Source: an optimization exercise on an open RTL-to-GDS flow (aim: small area). Production flows keep margins and buffers that such runs may drop. RTL that was checked went through simulation tests only; none was proved equivalent to the original. Power is estimated from default activity; no workload was simulated.

==> flow/design.v <==
package deq_pkg;
  localparam int WORD_W  = 32;
  localparam int COUNT_W = 5;
  localparam logic [WORD_W-1:0] WORD_NONE = '1;
  typedef enum logic [2:0] {
    KIND_PUSH_FRONT = 3'd0,
    KIND_PUSH_BACK  = 3'd1,
    KIND_POP_FRONT  = 3'd2,
    KIND_POP_BACK   = 3'd3,
    KIND_CLEAR      = 3'd4,
    KIND_REVERSE    = 3'd5
  } deq_kind_t;
  typedef enum logic {
    ST_IDLE,
    ST_FILL
  } deq_state_t;
  typedef struct packed {
    logic                push_dropped;
    logic                is_empty;
    logic [COUNT_W-1:0]  entry_count;
    logic [WORD_W-1:0]   back_value;
    logic [WORD_W-1:0]   front_value;
    logic                popped_ok;
    logic [WORD_W-1:0]   popped_value;
  } deq_res_t;
endpackage
module deq_store #(
  parameter int DEPTH = 16
) (
  input  logic                       clk,
  input  logic                       wr_now,
  input  logic                       keep_now,    
  input  logic                       ones_now,
  input  logic [deq_pkg::WORD_W-1:0] wr_data,
  output logic [deq_pkg::WORD_W-1:0] tap
);
  localparam int W = deq_pkg::WORD_W;
  logic [DEPTH*W-1:0] ring;
  assign tap = (wr_data & {W{wr_now}}) | (ring[DEPTH*W-1 -: W] & {W{keep_now}}) | {W{ones_now}};
  always_ff @(posedge clk) begin
    ring <= {ring[(DEPTH-1)*W-1:0], tap};
  end
endmodule
module deq_ctrl #(
  parameter int AW = 4,
  parameter int CW = 5
) (
  input  logic          clk,
  input  logic          rst_n,
  input  logic [2:0]    kind,
  input  logic          accept,
  output logic          last,          
  output logic          ahead,         
  output logic [CW-1:0] count,
  output logic          do_pop,
  output logic          dropped,
  output logic          none_after,    
  output logic          w_hit,         
  output logic          p_hit,         
  output logic          f_hit,         
  output logic          b_hit          
);
  localparam logic [AW-1:0] M1 = {AW{1'b1}};
  localparam logic [AW-1:0] M2 = {AW{1'b1}} - 1'b1;
  localparam logic [AW-1:0] M3 = {AW{1'b1}} - 2'd2;
  logic [AW-1:0] off_r, off_step;
  logic [CW-1:0] cnt_r, cnt_step;
  logic          rev_r, rev_nxt;
  logic [AW-1:0] f;                    
  logic          is_push, is_pop, is_clr, is_rev, low_side, full, empty, do_push;
  logic          push_lo, push_hi, pop_lo, pop_hi;
  logic          o_m2, o_m1, o_0, f_m1, f_m2, f_m3, lo_hit, hi_hit;
  assign is_push  = (kind[2:1] == 2'b00);
  assign is_pop   = (kind[2:1] == 2'b01);
  assign is_clr   = (kind == 3'd4);
  assign is_rev   = (kind == 3'd5);
  assign low_side = ~(kind[0] ^ rev_r);
  assign full     = cnt_r[CW-1];
  assign empty    = (cnt_r == '0);
  assign do_push  = is_push & ~full;
  assign do_pop   = is_pop & ~empty;
  assign dropped  = is_push & full;
  assign push_lo  = do_push & low_side;
  assign push_hi  = do_push & ~low_side;
  assign pop_lo   = do_pop & low_side;
  assign pop_hi   = do_pop & ~low_side;
  assign f     = off_r - cnt_r[AW-1:0];
  assign o_m2  = (off_r == M2);
  assign o_m1  = (off_r == M1);
  assign o_0   = (off_r == '0);
  assign f_m1  = (f == M1);
  assign f_m2  = (f == M2);
  assign f_m3  = (f == M3);
  assign last  = o_m1;
  assign ahead = o_m2;
  assign w_hit  = push_lo ? o_m2 : (push_hi & f_m1);
  assign p_hit  = pop_lo ? o_m1 : (pop_hi & f_m2);
  assign lo_hit = push_lo ? o_m2 : (pop_lo ? o_0 : o_m1);
  assign hi_hit = push_hi ? f_m1 : (pop_hi ? f_m3 : f_m2);
  assign off_step = (accept & push_lo) ? 2'd2 : (accept & pop_lo) ? 2'd0 : 2'd1;
  assign cnt_step = do_push ? 1 : (do_pop ? '1 : '0);
  assign rev_nxt    = rev_r ^ is_rev;
  assign none_after = is_clr | (empty & ~do_push) | (pop_lo | pop_hi) & (cnt_r == 1);
  assign f_hit      = rev_nxt ? hi_hit : lo_hit;
  assign b_hit      = rev_nxt ? lo_hit : hi_hit;
  assign count      = cnt_r;
  always_ff @(posedge clk) begin
    if (!rst_n) begin
      off_r <= '0;
      cnt_r <= '0;
      rev_r <= 1'b0;
    end else begin
      off_r <= off_r + off_step;
      if (accept) begin
        cnt_r <= is_clr ? '0 : cnt_r + cnt_step;
        rev_r <= rev_nxt;
      end
    end
  end
endmodule
module double_ended_queue_unit #(
  parameter int DEPTH = 16
) (
  input  logic         clk,
  input  logic         rst_n,
  input  logic         in_tvalid,
  output logic         in_tready,
  input  logic [39:0]  in_tdata,
  input  logic [2:0]   in_tuser,
  output logic         out_tvalid,
  input  logic         out_tready,
  output logic [103:0] out_tdata
);
  localparam int W  = deq_pkg::WORD_W;
  localparam int AW = $clog2(DEPTH);
  localparam int CW = $clog2(DEPTH + 1);
  logic          busy, force_r, ones_r, wr_r, keep_r, ldp_r, ldf_r, ldb_r;
  logic          out_valid_r;
  logic          pok_r, drop_r;
  logic [W-1:0]  pop_r, front_r, back_r;
  logic          last, ahead, begin_now, ones_ok, sweep_next, accept;
  logic [W-1:0]  tap;
  logic [CW-1:0] count;
  logic          do_pop, dropped, none_after, w_hit, p_hit, f_hit, b_hit;
  assign begin_now  = ~busy & ~force_r & ahead & in_tvalid & (~out_valid_r | out_tready);
  assign ones_ok    = begin_now & (~count[CW-1] | none_after);
  assign sweep_next = force_r | (busy & ~last);
  assign in_tready  = busy & last;
  assign accept     = in_tvalid & in_tready;
  deq_ctrl #(
    .AW(AW),
    .CW(CW)
  ) u_ctrl (
    .clk       (clk),
    .rst_n     (rst_n),
    .kind      (in_tuser),
    .accept    (accept),
    .last      (last),
    .ahead     (ahead),
    .count     (count),
    .do_pop    (do_pop),
    .dropped   (dropped),
    .none_after(none_after),
    .w_hit     (w_hit),
    .p_hit     (p_hit),
    .f_hit     (f_hit),
    .b_hit     (b_hit)
  );
  deq_store #(
    .DEPTH(DEPTH)
  ) u_store (
    .clk     (clk),
    .wr_now  (wr_r),
    .keep_now(keep_r),
    .ones_now(ones_r),
    .wr_data (in_tdata[W-1:0]),
    .tap     (tap)
  );
  always_ff @(posedge clk) begin
    if (!rst_n) begin
      busy        <= 1'b0;
      force_r     <= 1'b0;
      ones_r      <= 1'b0;
      wr_r        <= 1'b0;
      keep_r      <= 1'b1;
      ldp_r       <= 1'b0;
      ldf_r       <= 1'b0;
      ldb_r       <= 1'b0;
      out_valid_r <= 1'b0;
    end else begin
      busy        <= sweep_next;
      force_r     <= begin_now;
      ones_r      <= ones_ok;
      wr_r        <= sweep_next & w_hit;
      keep_r      <= ~(sweep_next & w_hit);
      ldp_r       <= begin_now ? (ones_ok & ~do_pop) : (sweep_next & p_hit);
      ldf_r       <= begin_now ? none_after : (sweep_next & ~none_after & f_hit);
      ldb_r       <= begin_now ? none_after : (sweep_next & ~none_after & b_hit);
      out_valid_r <= accept | (out_valid_r & ~out_tready);
    end
  end
  always_ff @(posedge clk) begin
    if (accept) begin
      pok_r  <= do_pop;
      drop_r <= dropped;
    end
    if (ldp_r) begin
      pop_r <= tap;
    end
    if (ldf_r) begin
      front_r <= tap;
    end
    if (ldb_r) begin
      back_r <= tap;
    end
  end
  assign out_tvalid = out_valid_r;
  assign out_tdata  = {drop_r, (count == '0), count, back_r, front_r, pok_r, pop_r};
endmodule
export LEC_CHECK = 0
export CAP_MARGIN = 20
export CORE_MARGIN = 2
export CORE_UTILIZATION = 55
export CTS_BUF_LIST = sky130_fd_sc_hd__clkbuf_16
export CTS_CLUSTER_DIAMETER = 90
export CTS_CLUSTER_SIZE = 36
export PLACE_DENSITY = 0.7
export SLEW_MARGIN = 20
create_clock -name core_clock -period 5.0 [get_ports {clk}]
standard.sh (not shown) runs the stock make flow with config.mk's settings and CLKGATE_MAP_FILE= SYNTH_SCRIPT=/design/flow/synth_recipe.tcl, a recipe that flattens the netlist after the stock synthesis.
==> flow/flow/run.sh <==
#!/bin/bash
# Standard layout, with the port buffers made of the smallest buffer cell.
set -euo pipefail
export BUFFER_PORTS_ARGS="-buffer_cell sky130_fd_sc_hd__buf_1"
bash standard.sh > flow.log 2>&1
Next try:
--- a/flow/design.v
+++ b/flow/design.v
@@ -180,24 +180,20 @@
     if (!rst_n) begin
       busy        <= 1'b0;
       force_r     <= 1'b0;
-      ones_r      <= 1'b0;
-      wr_r        <= 1'b0;
-      keep_r      <= 1'b1;
-      ldp_r       <= 1'b0;
-      ldf_r       <= 1'b0;
-      ldb_r       <= 1'b0;
       out_valid_r <= 1'b0;
     end else begin
       busy        <= sweep_next;
       force_r     <= begin_now;
-      ones_r      <= ones_ok;
-      wr_r        <= sweep_next & w_hit;
-      keep_r      <= ~(sweep_next & w_hit);
-      ldp_r       <= begin_now ? (ones_ok & ~do_pop) : (sweep_next & p_hit);
-      ldf_r       <= begin_now ? none_after : (sweep_next & ~none_after & f_hit);
-      ldb_r       <= begin_now ? none_after : (sweep_next & ~none_after & b_hit);
       out_valid_r <= accept | (out_valid_r & ~out_tready);
     end
+  end
+  always_ff @(posedge clk) begin
+    ones_r <= ones_ok;
+    wr_r   <= sweep_next & w_hit;
+    keep_r <= ~(sweep_next & w_hit);
+    ldp_r  <= begin_now ? (ones_ok & ~do_pop) : (sweep_next & p_hit);
+    ldf_r  <= begin_now ? none_after : (sweep_next & ~none_after & f_hit);
+    ldb_r  <= begin_now ? none_after : (sweep_next & ~none_after & b_hit);
   end
   always_ff @(posedge clk) begin
     if (accept) begin
Result: Hold slack barely changes. Setup slack gains 0.059 ns. Area after synthesis stays flat. Register-to-register slack improves by 0.05 ns. Sequential cell count is unchanged. Wire length went down by 1.4%. Clock power decreases by about 2%. Design area barely changes. Utilization hardly moves. Power goes down by 0.78%. Global-route usage fell by 0.29 points. Non-clock buffer count is unchanged.
Function not checked in the first run of this note: the RTL went through the layout flow alone.

-- what the ideal ports hide --
How much do the figures lean on ideal ports? The routed layouts below were timed once more, with nothing changed but the port constraints. Step 1: set_driving_cell puts a clkbuf_16 on clk and a buf_2 on each other input, an assumption about the parent block. Step 2 moves the port delays by t, midway between the first and last clock arrival at a register: inputs arrive t later, outputs are due t later. That takes back most of the time a late clock gives input paths. Three values: ideal ports, drivers, drivers and shift; two values: the first two.
run | shift t [ns] | setup slack, ns | hold slack, ns | cell pins on the clock port's net
the first run | 0.579 | 2.134 / 2.087 / 1.578 | 0.333 / 0.333 / 0.333 | 1
the second run | 0.581 | 2.194 / 2.148 / 1.695 | 0.331 / 0.331 / 0.331 | 1
After both steps setup and hold are still met in every run listed. The setup slack of the first run, which loses most, moves by -0.047 ns with the drivers and by -0.556 ns with both steps.
